This is an optimization exercise on Yosys and OpenROAD, whose aim is small area, a short achievable clock period and few clock cycles per item, not a production implementation. The RTL was checked by simulation tests, not by an equivalence proof against the original design. Power figures rest on the tool's default switching activity, not on a simulated workload.

==> flow/design.v (outline; a module is shown in full before it is edited, if it fits) <==
// module systolic_array_os: 2840 lines
// module sa_fa: 4 lines
// module sa_ha: 4 lines
// module sa_xor: 3 lines
module systolic_array_os #(
  parameter  int N      = 4,
  parameter  int DATA_W = 8,
  parameter  int ACC_W  = 24,
  parameter  int MAX_K  = 64,
  localparam int KW     = $clog2(MAX_K + 1),
  localparam int IW     = (N > 1) ? $clog2(N) : 1
) (
  input  logic                clk,
  input  logic                reset_n,
  input  logic                start,
  input  logic [KW-1:0]       k_len,
  input  logic                in_valid,
  output logic                in_ready,
  input  logic [N*DATA_W-1:0] a_vec,
  input  logic [N*DATA_W-1:0] b_vec,
  output logic                out_valid,
  input  logic                out_ready,
  output logic [IW-1:0]       out_idx,
  output logic [N*ACC_W-1:0]  out_row,
  output logic                busy,
  output logic                done
);
  // ...
==> flow/flow/run.sh <==
#!/bin/bash
# The standard layout (standard.sh: the standard synthesis, floorplan, placement,
# CTS, routing) with three settings changed: the timing repair steps aim at a 6 ns
# setup margin (a 3 ns period) instead of the design's 9 ns period, they repair only
# the worst path (TNS_END_PERCENT=0), and the port buffers are buf_4 cells.
# Make's full output goes to standard.log; each ORFS step also keeps its own log under
# orfs/logs/.
set -euo pipefail
bash standard.sh SETUP_SLACK_MARGIN=6.0 TNS_END_PERCENT=0 \
  "BUFFER_PORTS_ARGS=-buffer_cell sky130_fd_sc_hd__buf_4" finish > standard.log 2>&1
==> flow/standard.sh <==
#!/bin/bash
# synth_recipe.tcl (not shown) runs the flow's synth.tcl, then flattens the netlist and writes it again
# the make line also repeats each setting of config.mk as NAME=value (left out here)
make -C /OpenROAD-flow-scripts/flow DESIGN_CONFIG=/design/flow/config.mk WORK_HOME=/design/flow/orfs CLKGATE_MAP_FILE= SYNTH_SCRIPT=/design/flow/synth_recipe.tcl "${@:-finish}"
==> flow/config.mk <==
export PLATFORM = sky130hd
export DESIGN_NAME = systolic_array_os
export DESIGN_NICKNAME = systolic_array_os
export VERILOG_FILES = /design/flow/design.v
export SDC_FILE = /design/flow/constraint.sdc
export NUM_CORES = 4
export LEC_CHECK = 0
export CAP_MARGIN = 20
export CORE_MARGIN = 2
export CORE_UTILIZATION = 40
export CTS_CLUSTER_DIAMETER = 40
export CTS_CLUSTER_SIZE = 10
export SLEW_MARGIN = 20
export SYNTH_HIERARCHICAL = 1
==> flow/constraint.sdc <==
create_clock -name core_clock -period 9.0 [get_ports {clk}]
set_input_delay 1.8000 -clock core_clock [delete_from_list [all_inputs] [get_ports {clk}]]
set_output_delay 1.8000 -clock core_clock [all_outputs]
set_load 0.01 [all_outputs]
==> impl_results.md, run 1 <==
* Yosys reg bits at 808
* WHS Endpoint: ld_q$_DFF_PN0_
* Buffers, non-clock at 276
* Comb. pwr at 18.4 mW
* Initial DRC count at 2948
* Hold_ws at 0.3589 ns
* Fraction of area in registers at 26.21%
* Worst vdd ir at 0.0001822 V
* Largest net degree at the start of global routing at 186
* Final ANT Viol Nets at 0
* Placed inst area at 59860 sq um
* Post-Syn Instances at 5476
* Max power group: combinational logic
* Placed Cells at 7204
* Worst-Skew Late Latency at 0.78 ns
* Netlist cell types at 51
* CORE AREA at 141600 sq um
* Final hold viol count at 0
* Area contributors post-synth: dfxtp_1, fa_1, a22oi_1
* Dominant kind of cell by area: multi-input gates
* Largest register FFs at 240
* Initial Utilization at 40.35%
* All-Layer GR Usage at 22.51%
* Int Pwr at 18.94 mW
* Most common cell after layout, fill and taps aside: a22oi_1
* Multi-input gate area in the final layout at 36930 sq um
* Clk sinks at 808
* Total congestion overflow at 0
* Rel. slew slack at 22.46%
* Setup violators final at 0
* Outcome: timing/DRC/antenna clean
* Slew Limit Fails at 0
* CP Data Arrival Time at 1.42 ns
* Most frequent cells in the layout: a22oi_1, dfxtp_1, fa_1, nor2b_1, xnor2_1
* Share of layout cells above drive strength 1 at 11.83%
* Biggest area consumer among synthesized cells: dfxtp_1
* Post-route setup TNS at 0 ns
* Seq group at 7.54 mW
* Global-route wire length before repair at 256300 microns
* Met3 WL at 13050 microns
* Final Power at 32.14 mW
* PwrDens at 487.3 nW/um^2
* Num ports at 178
* Largest family of logic cells by synthesized area: adder cells
* Post-CTS setup buffers at 2
Testbench counts, summed over its fixed seeds: cycles 15,559, jobs 384.
==> run 2, diff against run 1 <==
--- a/flow/config.mk
+++ b/flow/config.mk
@@ -9,6 +9,6 @@
 export CORE_MARGIN = 2
 export CORE_UTILIZATION = 40
-export CTS_CLUSTER_DIAMETER = 40
-export CTS_CLUSTER_SIZE = 10
+export CTS_CLUSTER_DIAMETER = 60
+export CTS_CLUSTER_SIZE = 20
 export SLEW_MARGIN = 20
 export SYNTH_HIERARCHICAL = 1
==> run 2 against run 1 <==
Still clean on timing, DRC and antenna. Clock-buffer cell count shrank 103. Die area is the same. Critical path depth up 4. Hold slack got worse by 0.011 ns. Final cell count fell by 1.4%. First-iteration DRC count decreased by 4.2%. Sequential power about the same. Clock skew increased by 0.014 ns. Register-to-register slack is essentially flat. Global-route usage decreased by 0.26 points. Sequential cell count unchanged. Synthesized cell count unchanged. Critical path type is now reg2reg. Largest cell class unchanged. Highest routed layer unchanged.
==> impl_results.md, run 2 <==
* Largest register by flop count: acc0
* Post-route setup TNS at 0 ns (unchanged)
* Crit-path max FO at 36
* Total congestion overflow at 0 (unchanged)
* Post-Syn Instances at 5476 (unchanged)
* Synthesized area per cell at 10.43 sq um
* Die Span X at 381.9 microns
* Biggest area consumer among synthesized cells: dfxtp_1
* Combinational share of power at 60.7%
* Htree depth at 3
* Final wirelength at 161700 microns
* Worst setup SP type: flop
* Share of power burned in registers at 24.8%
* WL/cell at 21.82 microns
* Yosys reg bits at 808 (unchanged)
* Register area at 17290 sq um
* Total number of vias at 40120
* Worst vdd ir at 0.0001684 V (-7.6%)
* ANT cells at 0
* Net Sw Power at 12.98 mW
* Synth Flop Type: dfxtp_1
* Pleak at 27.00 nW
* Detailed-route DRC error count at 0
* CTS tree: built
* Min Clock Period, post-route at 3.163 ns
* Die Ht at 381.9 microns
* Cell Rows at 138
* Final Non-Filler Cells at 7413
* Cts hold-fix bufs at 0
* PwrDens at 474.0 nW/um^2 (-2.7%)
* Largest register FFs at 240 (unchanged)
* Endpoint type of the worst setup path: flop
* Top-count cell post-synth: a22oi_1
* Finished Core Util at 45.21%
* DP HPWL at 103200 microns
* Post-synth top cells: a22oi_1, dfxtp_1, fa_1, nor2b_1, xnor2_1
* Total CTS buffers at 100
* Area grow syn2layout at 12.06%
* Most common cell after layout, fill and taps aside: a22oi_1
* Die area at 145900 sq um
* Seq/Total Area, Yosys at 30.14%
* Synth top area share at 24.11%
* Area contributors post-synth: dfxtp_1, fa_1, a22oi_1
* Outcome: timing/DRC/antenna clean
* Slew @ Worst Pin at 1.069 ns
* Vias per cell at 5.412
* Initial DRC count at 2823 (-4.2%)
* Clk slew on worst S/H paths at 0.07 ns
* Hold_ws at 0.3475 ns (-0.01136 ns)
* CP Class: reg2reg
* Clock Tree Root: clkbuf_16
* Clk sinks at 808 (unchanged)
* CP Data Arrival Time at 3.71 ns (+2.29 ns)
* HP Class: reg2reg
* Post-Synthesis Cell Area at 57130 sq um
* Fmax at 316.2 MHz
* Largest registers: acc0 x240, acc1 x224, accu x112
* Netlist cell types at 51 (unchanged)
* Largest net degree at the start of global routing at 186 (unchanged)
* All-Layer GR Usage at 22.25% (-0.26 points)
* CORE AREA at 141600 sq um (unchanged)
* Post-synth EDFFs at 88
* Setup violators final at 0 (unchanged)
* Switching share of power at 42.79%
* Vias in the first global route at 42070
* Placed Cells at 7204 (unchanged)
* GPL Wtd Cong at 0.8133
* Int Pwr at 17.36 mW (-8.3%)
* Initial Utilization at 40.35% (unchanged)
* Multi-input gate area in the final layout at 36950 sq um (about the same)
* Fill count at 13390
* Global-route wire length before repair at 253600 microns (-1.1%)
* Share of layout cells above drive strength 1 at 10.57% (-1.3 points)
* RSZ-0062 raised after global routing: yes
* Worst Path Required at 9.55 ns
* First-pass DRT Iterations at 6
* # nets final at 6484
* Final ANT Viol Nets at 0 (unchanged)
* Most frequent cells in the layout: a22oi_1, fa_1, dfxtp_1, nor2b_1, xnor2_1
* Input/output buffers at 177
* Max clock buf depth at 3
* Max-Cap Viols at 0
* Slew Limit Fails at 0 (unchanged)
* Fin crit share at 35.14%
* Num ports at 178 (unchanged)
* Synth warn at 43
* Worst-Skew Late Latency at 0.73 ns (-0.05 ns)
* Final hold viol count at 0 (unchanged)
* Clock share of power at 14.5%
* Clock skew at 0.04980 ns
* Antenna violations before repair at 6
* Rel. slew slack at 28.73% (+6.3 points)
* Post-Syn Nets at 6523
* Async S/R FF share, synth at 3.960%
run 2: cell counts after synthesis:
Identical to the previous run, type by type.
run 2: final timing paths:
kind / startpoint / to / slack, ns / cells after the start
max: b1_q[2][1]$_DFF_P_ / acc1[2][10]$_DFF_P_ / 5.84 / 6
min: wait_q$_DFF_PN0_ / ld_q$_DFF_PN0_ / 0.35 / 0
max reg2reg: b1_q[2][1]$_DFF_P_ / acc1[2][10]$_DFF_P_ / 5.84 / 6
min reg2reg: wait_q$_DFF_PN0_ / ld_q$_DFF_PN0_ / 0.35 / 0
max in group asynchronous: reset_n / sel_q[2][1]$_DFFE_PN0P_ / 7.48 / 1
min in group asynchronous: reset_n / done_q$_DFF_PN0_ / 1.06 / 1
run 2: cell type report:
cell class                 count  share of cell area [%]
tap                         1890                   3.694
sequential                   808                   27.01
multi-input combinational   3852                   57.72
inverter                     393                   2.316
timing repair buffer         282                   3.604
clock inverter                77                   1.464
clock buffer                 111                   4.186
run 2: logic make-up after synthesis:
logic type / count (synthesis) / synth area share (%)
xor+xnor: 715 / 10.96
flops: 808 / 30.14
mux: 13 / 0.2563
fa+ha+maj: 971 / 29.73
buf+inv: 816 / 5.532
compound gates: 1094 / 13.61
simple gates: 1059 / 9.777
run 2: critical path, stage by stage, from the launching register on:
cell and delay [ns]:
dfxtp_2 0.96, a22oi_1 0.25, xnor2_1 0.21, fa_1 0.47, fa_1 0.50, fa_1 0.41, nor2b_1 0.14
run 2: through the flow:
stage | total power [mW] | area (sq um) | setup slack (ns)
after floorplan | 20.84 | 57150 | 6.044
after global placement | 25.16 | 59860 | 4.924
after detailed placement | 25.65 | 59860 | 4.896
after CTS | 30.43 | 63590 | 5.741
after global routing | 33.77 | 64020 | 5.770
final | 30.34 | 64020 | 5.837
run 2: repair_timing:
item                       CTS  global route
gates resized for setup     17            60
buffers inserted             2            17
pin swaps                    0             9
setup endpoints to repair  319           525
gates cloned                 1             1
run 2: power by group through the flow:
stage / clock network, mW / logic [mW] / registers, mW
2_1_floorplan: 0 / 13.8 / 7.05
5_1_grt: 4.64 / 21.4 / 7.76
4_1_cts: 4.50 / 18.4 / 7.53
6_report: 4.40 / 18.4 / 7.53
3_3_place_gp: 0 / 17.6 / 7.59
3_5_place_dp: 0 / 18.1 / 7.58
run 2: modules after synthesis, one instance, submodules excluded:
module | area (sq um) | copies in the design | cells
systolic_array_os | 42900 | 1 | 4688
sa_fa | 20.02 | 624 | 1
sa_ha | 12.51 | 80 | 1
sa_xor | 8.758 | 84 | 1
run 2: routing by layer:
metal	share of wire (%)	wire length (microns)	GRT usage (%)
met5	0.034	55	0
met4	3.0	4904	6.868
met3	7.6	12240	4.677
met2	45	72530	34.40
met1	45	71990	31.16
==> run 3, diff against run 2 <==
--- a/flow/flow/run.sh
+++ b/flow/flow/run.sh
@@ -7,4 +7,4 @@
 # orfs/logs/.
 set -euo pipefail
-bash standard.sh SETUP_SLACK_MARGIN=6.0 TNS_END_PERCENT=0 \
+bash standard.sh SETUP_SLACK_MARGIN=6.5 TNS_END_PERCENT=0 \
   "BUFFER_PORTS_ARGS=-buffer_cell sky130_fd_sc_hd__buf_4" finish > standard.log 2>&1
--- a/flow/config.mk
+++ b/flow/config.mk
@@ -9,6 +9,4 @@
 export CORE_MARGIN = 2
 export CORE_UTILIZATION = 40
-export CTS_CLUSTER_DIAMETER = 60
-export CTS_CLUSTER_SIZE = 20
 export SLEW_MARGIN = 20
 export SYNTH_HIERARCHICAL = 1
==> run 3 against run 2 <==
Total power decreased by 1.9%. Area after synthesis stayed put. Via count down 1.0%. Clock power down 4%. Fmax is 5.4% lower. Sequential power shrank 0.5%. Design area shrank 0.91%. Still clean on timing, DRC and antenna. Largest power group unchanged. Combinational power barely moved. Die area unchanged. Sequential cell count stayed put. Register-to-register slack lost 0.15 ns. Critical path depth decreased by 5.
==> impl_results.md, run 3 <==
* Worst path cell trace: buf_6
* Final wirelength at 158600 microns (-2.0%)
* Critical Path Max Stage Delay at 0.58 ns (-0.38 ns)
* Synthesized area per cell at 10.43 sq um (unchanged)
* Most frequent cells in the layout: a22oi_1, dfxtp_1, fa_1, nor2b_1, xnor2_1
* Total congestion overflow at 0 (unchanged)
* Most common cell after layout, fill and taps aside: a22oi_1
* Post-Syn Instances at 5476 (unchanged)
* WHS Endpoint: ld_q$_DFF_PN0_
* Largest net degree at the start of global routing at 186 (unchanged)
* Outcome: timing/DRC/antenna clean
* CTS tree: built
* Cell Rows at 138 (unchanged)
* Worst reg2reg setup slack at 5.69 ns (-0.15 ns)
* Total CTS buffers at 101 (+1.0%)
* Final Non-Filler Cells at 7398 (-0.20%)
* Synth Area in Adders at 29.73% (unchanged)
* Worst vdd ir at 0.0001843 V (+9.4%)
* Min Clock Period, post-route at 3.344 ns (+0.1815 ns)
* Slew Limit Fails at 0 (unchanged)
* Worst setup SP type: flop
* Global-route wire length before repair at 250500 microns (-1.2%)
* Input/output buffers at 177 (unchanged)
* Pleak at 26.80 nW (-0.74%)
* Final Power at 29.78 mW (-1.9%)
* Synth Area in Compound Gates at 13.61% (unchanged)
* Clock Tree Root: clkbuf_16
* Fmax at 299.0 MHz (-5.4%)
* Die area at 145900 sq um (unchanged)
* PwrDens at 469.4 nW/um^2 (-0.97%)
* Endpoint type of the worst setup path: primary output
* Worst-Skew Late Latency at 0.75 ns (+0.02 ns)
* Max clock buf depth at 3 (unchanged)
* WL/cell at 21.43 microns (-1.8%)
* CP max-delay cell: edfxtp_1
* Synth Flop Type: dfxtp_1
* Rel. slew slack at 27.80% (-0.93 points)
* Worst Path Buf+Inv at 1 (+1)
* First-pass DRT Iterations at 6 (unchanged)
* Biggest area consumer among synthesized cells: dfxtp_1
* R2R Path End: out_q[0][14]$_DFFE_PP_
* Post-synthesis simple-gate area fraction at 9.777% (unchanged)
* Detailed-route DRC error count at 0 (unchanged)
* Num ports at 178 (unchanged)
* CP Class: reg2out
* Slew @ Worst Pin at 1.083 ns (+0.01393 ns)
* DP HPWL at 101100 microns (-2.1%)
* Antenna violations before repair at 2 (-4)
* Fin crit share at 37.16% (+2.0 points)
* Area grow syn2layout at 11.04%
* Total number of vias at 39700 (-1.0%)
* Crit-path max FO at 1 (-97%)
* Worst path top cell family by delay: flip-flops
* Reg-to-reg critical path startpoint: sel_q[0][3]$_DFFE_PN0P_
* Seq/Total Area, Yosys at 30.14% (unchanged)
* Post-route setup TNS at 0 ns (unchanged)
* Synth top area share at 24.11% (unchanged)
* Worst Path Required at 7.20 ns (-2.35 ns)
* Synth warn at 43 (unchanged)
* Largest register FFs at 240 (unchanged)
* Final ANT Viol Nets at 0 (unchanged)
* Largest register by flop count: acc0
* # nets final at 6467 (-0.26%)
* Async S/R FF share, synth at 3.960% (unchanged)
* Post-synth top cells: a22oi_1, dfxtp_1, fa_1, nor2b_1, xnor2_1
* Post-Synthesis Cell Area at 57130 sq um (unchanged)
* Setup violators final at 0 (unchanged)
* Xor and xnor area share after synthesis at 10.96% (unchanged)
* Post-Syn Nets at 6523 (unchanged)
* Multiplexer share of the synthesized area at 0.2563% (unchanged)
* Vias per cell at 5.367 (-0.83%)
* Worst Reg-to-Reg Cells at 11 (+5)
* Hold depth at 0 (unchanged)
* Area contributors post-synth: dfxtp_1, fa_1, a22oi_1
* Die Span X at 381.9 microns (unchanged)
* Vias in the first global route at 42290 (+0.51%)
* RSZ-0062 raised after global routing: yes
* Clock skew at 0.04369 ns (-0.006104 ns)
* CORE AREA at 141600 sq um (unchanged)
* Top-count cell post-synth: a22oi_1
* Yosys reg bits at 808 (unchanged)
* Initial DRC count at 2794 (-1.0%)
* Post-synth EDFFs at 88 (unchanged)
* Final hold viol count at 0 (unchanged)
* Die Ht at 381.9 microns (unchanged)
* Hold Startpoint: wait_q$_DFF_PN0_
* Largest registers: acc0 x240, acc1 x224, accu x112
* Htree depth at 3 (unchanged)
* Placed Cells at 7206 (+0.028%)
* CP Data Arrival Time at 1.54 ns (-2.17 ns)
* Share of layout cells above drive strength 1 at 9.550% (-1.0 points)
* HP Class: reg2reg
* Initial Utilization at 40.35% (unchanged)
* Netlist cell types at 51 (unchanged)
* Max-Cap Viols at 0 (unchanged)
* GPL Wtd Cong at 0.8218 (+1.0%)
* ANT cells at 0 (unchanged)
* Largest family of logic cells by synthesized area: adder cells
* All-Layer GR Usage at 21.95% (-0.30 points)
* Clk sinks at 808 (unchanged)
* Clk slew on worst S/H paths at 0.06 ns (about the same)
## run 3: per-module statistics from Yosys, one instance, submodules excluded
module | copies in the design | cell area [sq um] | flip-flops and latches | cells inside
systolic_array_os | 1 | 42900 | 808 | 4688
sa_fa | 624 | 20.02 | 0 | 1
sa_ha | 80 | 12.51 | 0 | 1
sa_xor | 84 | 8.758 | 0 | 1
## run 3: layer usage
layer | global-route usage (%) | routed length [microns]
met5 | 0 | 0
met4 | 6.153 | 4074
met3 | 4.164 | 11180
met2 | 34.32 | 71570
met1 | 30.95 | 71720
## run 3: cell type report
class	count	area, sq um
timing repair buffer	264	2029
multi-input combinational	3852	36830
clock buffer	149	3002
inverter	393	1488
sequential	808	17280
tap	1890	2365
fill	13370	78150
clock inverter	42	442.9
## run 3: worst max-delay path by stage
| stage | from | end | slack (ns) | cells after the start |
|---|---|---|---|---|
| floorplan | in_valid | kr_q[6]$_DFFE_PN0P_ | 6.20 | 6 |
| CTS | out_q[0][19]$_DFFE_PP_ | out_row[19] | 5.61 | 1 |
| global placement | out_ready | sel_q[1][3]$_DFFE_PN0P_ | 4.78 | 8 |
| detailed placement | out_ready | sel_q[0][1]$_DFFE_PN0P_ | 4.73 | 8 |
| finish | out_q[0][20]$_DFFE_PP_ | out_row[20] | 5.66 | 1 |
| global route | out_q[0][18]$_DFFE_PP_ | out_row[18] | 5.56 | 1 |
## run 3: kinds of logic (layout without fill, tap and decap cells)
kind of cell             Yosys count  count (layout)
AO/OA/AOI/OAI                   1094            1094
XOR/XNOR                         715             715
adder cells (fa/ha/maj)          971             971
buffers and inverters            816             848
flip-flops                       808             808
multiplexers                      13              13
AND/OR/NAND/NOR                 1059            1059
## run 3: metrics by stage
stage / utilization [%] / hold slack (ns) / area [sq um] / setup slack, ns
global route: 44.80 / 0.4314 / 63430 / 5.561
finish: 44.80 / 0.4177 / 63430 / 5.656
CTS: 44.78 / 0.4454 / 63400 / 5.606
detailed placement: 42.32 / 0.4317 / 59920 / 4.726
floorplan: - / 0.3312 / 57260 / 6.197
global placement: 42.32 / 0.4374 / 59920 / 4.777
## run 3: timing repair
| item | CTS | global route |
|---|---|---|
| gates resized for setup | 5 | 7 |
| setup buffers | 1 | 0 |
| setup endpoints to repair | 618 | 645 |
| hold buffers | 0 | 0 |
## run 3: where the power goes
group	total [mW]	leakage [nW]	internal, mW	switching, mW
Clock	4.21	1.71	2.49	1.72
Sequential	7.49	7.01	6.03	1.45
Combinational	18.1	18.1	8.65	9.43
==> run 4, diff against run 3 <==
==> flow/flow/run.sh (replaced) <==
#!/bin/bash
# The standard layout (standard.sh: the standard synthesis, floorplan, placement,
# CTS, routing) with three settings changed: the timing repair steps aim at a 6 ns
# setup margin (a 3 ns period) instead of the design's 9 ns period, they repair only
# the worst path (TNS_END_PERCENT=10), and the port buffers are buf_4 cells.
# Make's full output goes to standard.log; each ORFS step also keeps its own log under
# orfs/logs/.
set -euo pipefail
bash standard.sh SETUP_SLACK_MARGIN=6.0 TNS_END_PERCENT=10 \
  "BUFFER_PORTS_ARGS=-buffer_cell sky130_fd_sc_hd__buf_4" finish > standard.log 2>&1
==> run 4 against run 3 <==
Largest cell class unchanged. Die area unchanged. Critical path depth increased by 1. Clock skew decreased by 0.0056 ns. Final cell count increased by 0.22%. Critical endpoint is now in_ready. Sequential power about the same. Register-to-register slack improved by 0.30 ns. Total power increased by 2.0%.
==> impl_results.md, run 4 <==
* Outcome: timing/DRC/antenna clean
* Most common cell after layout, fill and taps aside: a22oi_1
* Clock skew at 0.03810 ns (-0.005595 ns)
* Biggest area consumer among synthesized cells: dfxtp_1
* RSZ-0062 raised after global routing: yes
* Worst path cell trace: buf_12 -> buf_6
* Die area at 145900 sq um (unchanged)
* Initial Utilization at 40.35% (unchanged)
* Total number of vias at 40090 (+0.96%)
* Vias per cell at 5.407 (+0.74%)
* Top-count cell post-synth: a22oi_1
* CP Class: reg2out
* Worst-Skew Late Latency at 0.73 ns (-0.02 ns)
* Antenna violations before repair at 6 (+4)
* Area grow syn2layout at 12.27%
* Slew @ Worst Pin at 1.090 ns (+0.007450 ns)
* HP Class: reg2reg
* Max clock buf depth at 3 (unchanged)
* Largest register by flop count: acc0
* Post-route setup TNS at 0 ns (unchanged)
* Synthesized area per cell at 10.43 sq um (unchanged)
* CP max-delay cell: dfrtp_2
* CP Data Arrival Time at 1.39 ns (-0.15 ns)
* Endpoint type of the worst setup path: primary output
* PwrDens at 473.5 nW/um^2 (+0.88%)
* Num ports at 178 (unchanged)
* All-Layer GR Usage at 22.32% (+0.36 points)
* # nets final at 6492 (+0.39%)
* Seq/Total Area, Yosys at 30.14% (unchanged)
* Global-route wire length before repair at 254100 microns (+1.4%)
* Vias in the first global route at 42160 (-0.31%)
* Finished Core Util at 45.30% (+0.50 points)
* ANT cells at 0 (unchanged)
* Final ANT Viol Nets at 0 (unchanged)
* Post-Syn Instances at 5476 (unchanged)
* Input/output buffers at 177 (unchanged)
* Rel. slew slack at 27.30% (-0.50 points)
* Total congestion overflow at 0 (unchanged)
* DP HPWL at 103200 microns (+2.1%)
* Clk sinks at 808 (unchanged)
* Fmax at 314.0 MHz (+5.0%)
* Crit-path max FO at 2 (+1)
* Synth top area share at 24.11% (unchanged)
* Post-Syn Nets at 6523 (unchanged)
* Cell Rows at 138 (unchanged)
* Yosys reg bits at 808 (unchanged)
* Max-Cap Viols at 0 (unchanged)
* Fin crit share at 35.39% (-1.8 points)
* Clock Tree Root: clkbuf_16
* Worst Path Required at 7.20 ns (about the same)
* Total CTS buffers at 97 (-4.0%)
* Share of layout cells above drive strength 1 at 10.66% (+1.1 points)
* Slew Limit Fails at 0 (unchanged)
* Min Clock Period, post-route at 3.185 ns (-0.1589 ns)
* CORE AREA at 141600 sq um (unchanged)
* Fill count at 13390 (+0.14%)
* Worst vdd ir at 0.0001953 V (+6.0%)
* CTS tree: built
* Final hold viol count at 0 (unchanged)
* Die Ht at 381.9 microns (unchanged)
* Cts hold-fix bufs at 0 (unchanged)
* Synth warn at 43 (unchanged)
* Netlist cell types at 51 (unchanged)
* Die Span X at 381.9 microns (unchanged)
* WL/cell at 22.00 microns (+2.6%)
* Post-synth EDFFs at 88 (unchanged)
* Largest registers: acc0 x240, acc1 x224, accu x112
* Most frequent cells in the layout: a22oi_1, dfxtp_1, fa_1, nor2b_1, xnor2_1
* Final wirelength at 163100 microns (+2.9%)
* Post-Synthesis Cell Area at 57130 sq um (unchanged)
* Htree depth at 3 (unchanged)
* Worst Path Buf+Inv at 2 (+1)
* GPL Wtd Cong at 0.8133 (-1.0%)
* Synth Flop Type: dfxtp_1
* Area contributors post-synth: dfxtp_1, fa_1, a22oi_1
* Async S/R FF share, synth at 3.960% (unchanged)
* Initial DRC count at 2980 (+6.7%)
* Critical Path Max Stage Delay at 0.42 ns (-0.16 ns)
* Pleak at 26.97 nW (+0.62%)
* Setup violators final at 0 (unchanged)
* Worst path top cell family by delay: flip-flops
* Post-synth top cells: a22oi_1, dfxtp_1, fa_1, nor2b_1, xnor2_1
* Worst setup SP type: flop
* Detailed-route DRC error count at 0 (unchanged)
* Largest register FFs at 240 (unchanged)
* Clk slew on worst S/H paths at 0.06 ns (about the same)
* Largest net degree at the start of global routing at 186 (unchanged)
* First-pass DRT Iterations at 5 (-1)
## run 4: cell count changes in the layout (fill, tap and decap cells not counted), sizes merged
cell / delta
bufinv: +1
clkinvlp: +4
clkbuf: +5
inv: +5
clkinv: -26
buf: +26
bufbuf: +1
## run 4: kinds of logic after synthesis
logic type | share of synthesized area, %
adder cells (fa/ha/maj) | 29.73
multiplexers | 0.2563
flip-flops | 30.14
AND/OR/NAND/NOR | 9.777
XOR/XNOR | 10.96
buffers and inverters | 5.532
AO/OA/AOI/OAI | 13.61
## run 4: repair_timing
item / 4_1_cts / 5_1_grt
cloned: 1 / 2
buffers inserted: 14 / 15
resized for setup: 46 / 115
setup endpoints to repair: 320 / 544
pin swaps: 7 / 23
## run 4: report_power, final
group,internal [mW],total (mW),switching [mW]
Sequential,6.03,7.52,1.49
Combinational,9.04,18.7,9.70
Clock,2.44,4.11,1.67
## run 4: cell type report
type	count	area [sq um]	share of cell area, %
Clock buffer	152	2939	4.583
Multi-Input combinational cell	3852	37150	57.93
Inverter	393	1491	2.325
Clock inverter	26	351.6	0.5482
Tap cell	1890	2365	3.687
Sequential cell	808	17350	27.05
Timing Repair Buffer	293	2490	3.882
## run 4: layer usage
metal	global-route usage [%]	part of all wire, %	vias up	routed length (microns)
met4	6.853	3.3	10	5353
met3	4.584	7.5	295	12310
met5	0	0.034	-	55
met2	34.51	45	1381	72980
met1	31.32	44	20210	72390
li1	-	-	18190	-
## run 4: Yosys stat by module, one instance, submodules excluded
module | flip-flops and latches | copies in the design
sa_ha | 0 | 80
systolic_array_os | 808 | 1
sa_xor | 0 | 84
sa_fa | 0 | 624
## run 4: worst paths after layout
path,slack [ns],from,end,cells past startpoint
setup reg to reg,5.99,a_q[1][7]$_SDFF_PN0_,acc1[7][8]$_DFF_P_,7
min in group asynchronous,1.06,reset_n,clr_q$_DFF_PN0_,1
hold reg to reg,0.36,wait_q$_DFF_PN0_,ld_q$_DFF_PN0_,0
setup / recovery,5.81,ir_q$_DFFE_PN0P_,in_ready,2
hold / removal,0.36,wait_q$_DFF_PN0_,ld_q$_DFF_PN0_,0
max in group asynchronous,7.48,reset_n,sel_q[2][1]$_DFFE_PN0P_,1
## run 4: per-stage QoR
stage | hold WS, ns | power [mW] | worst slack, ns | area, sq um | instances
after floorplan | 0.3312 | 20.84 | 6.044 | 57150 | 5476
after global placement | 0.3383 | 25.16 | 4.924 | 59860 | 7204
after detailed placement | 0.3448 | 25.65 | 4.896 | 59860 | 7204
after CTS | 0.3594 | 30.28 | 5.746 | 63490 | 7397
after global routing | 0.3762 | 33.79 | 5.769 | 64140 | 7414
final | 0.3634 | 30.37 | 5.815 | 64140 | 7414

re-timing with driven ports:
No port has a modelled driver above. Below, the same layouts with a new extraction and two added sets of constraints.
Step 1 assumes that a clkbuf_16 drives the clock port and a buf_2 every other input.
Step 2 moves the port delays by t, midway between the first and last clock arrival at a register: inputs arrive t later, outputs are due t later. That takes back most of the time a late clock gives input paths.
Three values: ideal, step 1, step 2; two values: the first two.
run | t, ns | slack for setup (ns) | latest minus earliest clock arrival (ns) | slew at the worst register clock pin (ns) | worst slew at a driven data input, ns
run 1 | 0.837 | 5.778 / 5.700 / 5.276 | 0.036 / 0.037 | 0.05 / 0.05 | 0.10
run 2 | 0.785 | 5.837 / 5.762 / 5.274 | 0.051 / 0.052 | 0.08 / 0.08 | 0.10
run 3 | 0.807 | 5.656 / 5.578 / 5.148 | 0.045 / 0.046 | 0.06 / 0.06 | 0.08
run 4 | 0.788 | 5.815 / 5.739 / 5.444 | 0.039 / 0.039 | 0.07 / 0.07 | 0.10
After both steps setup and hold are still met in every run listed. The setup slack of run 2, which loses most, moves by -0.075 ns with the drivers and by -0.563 ns with both steps.
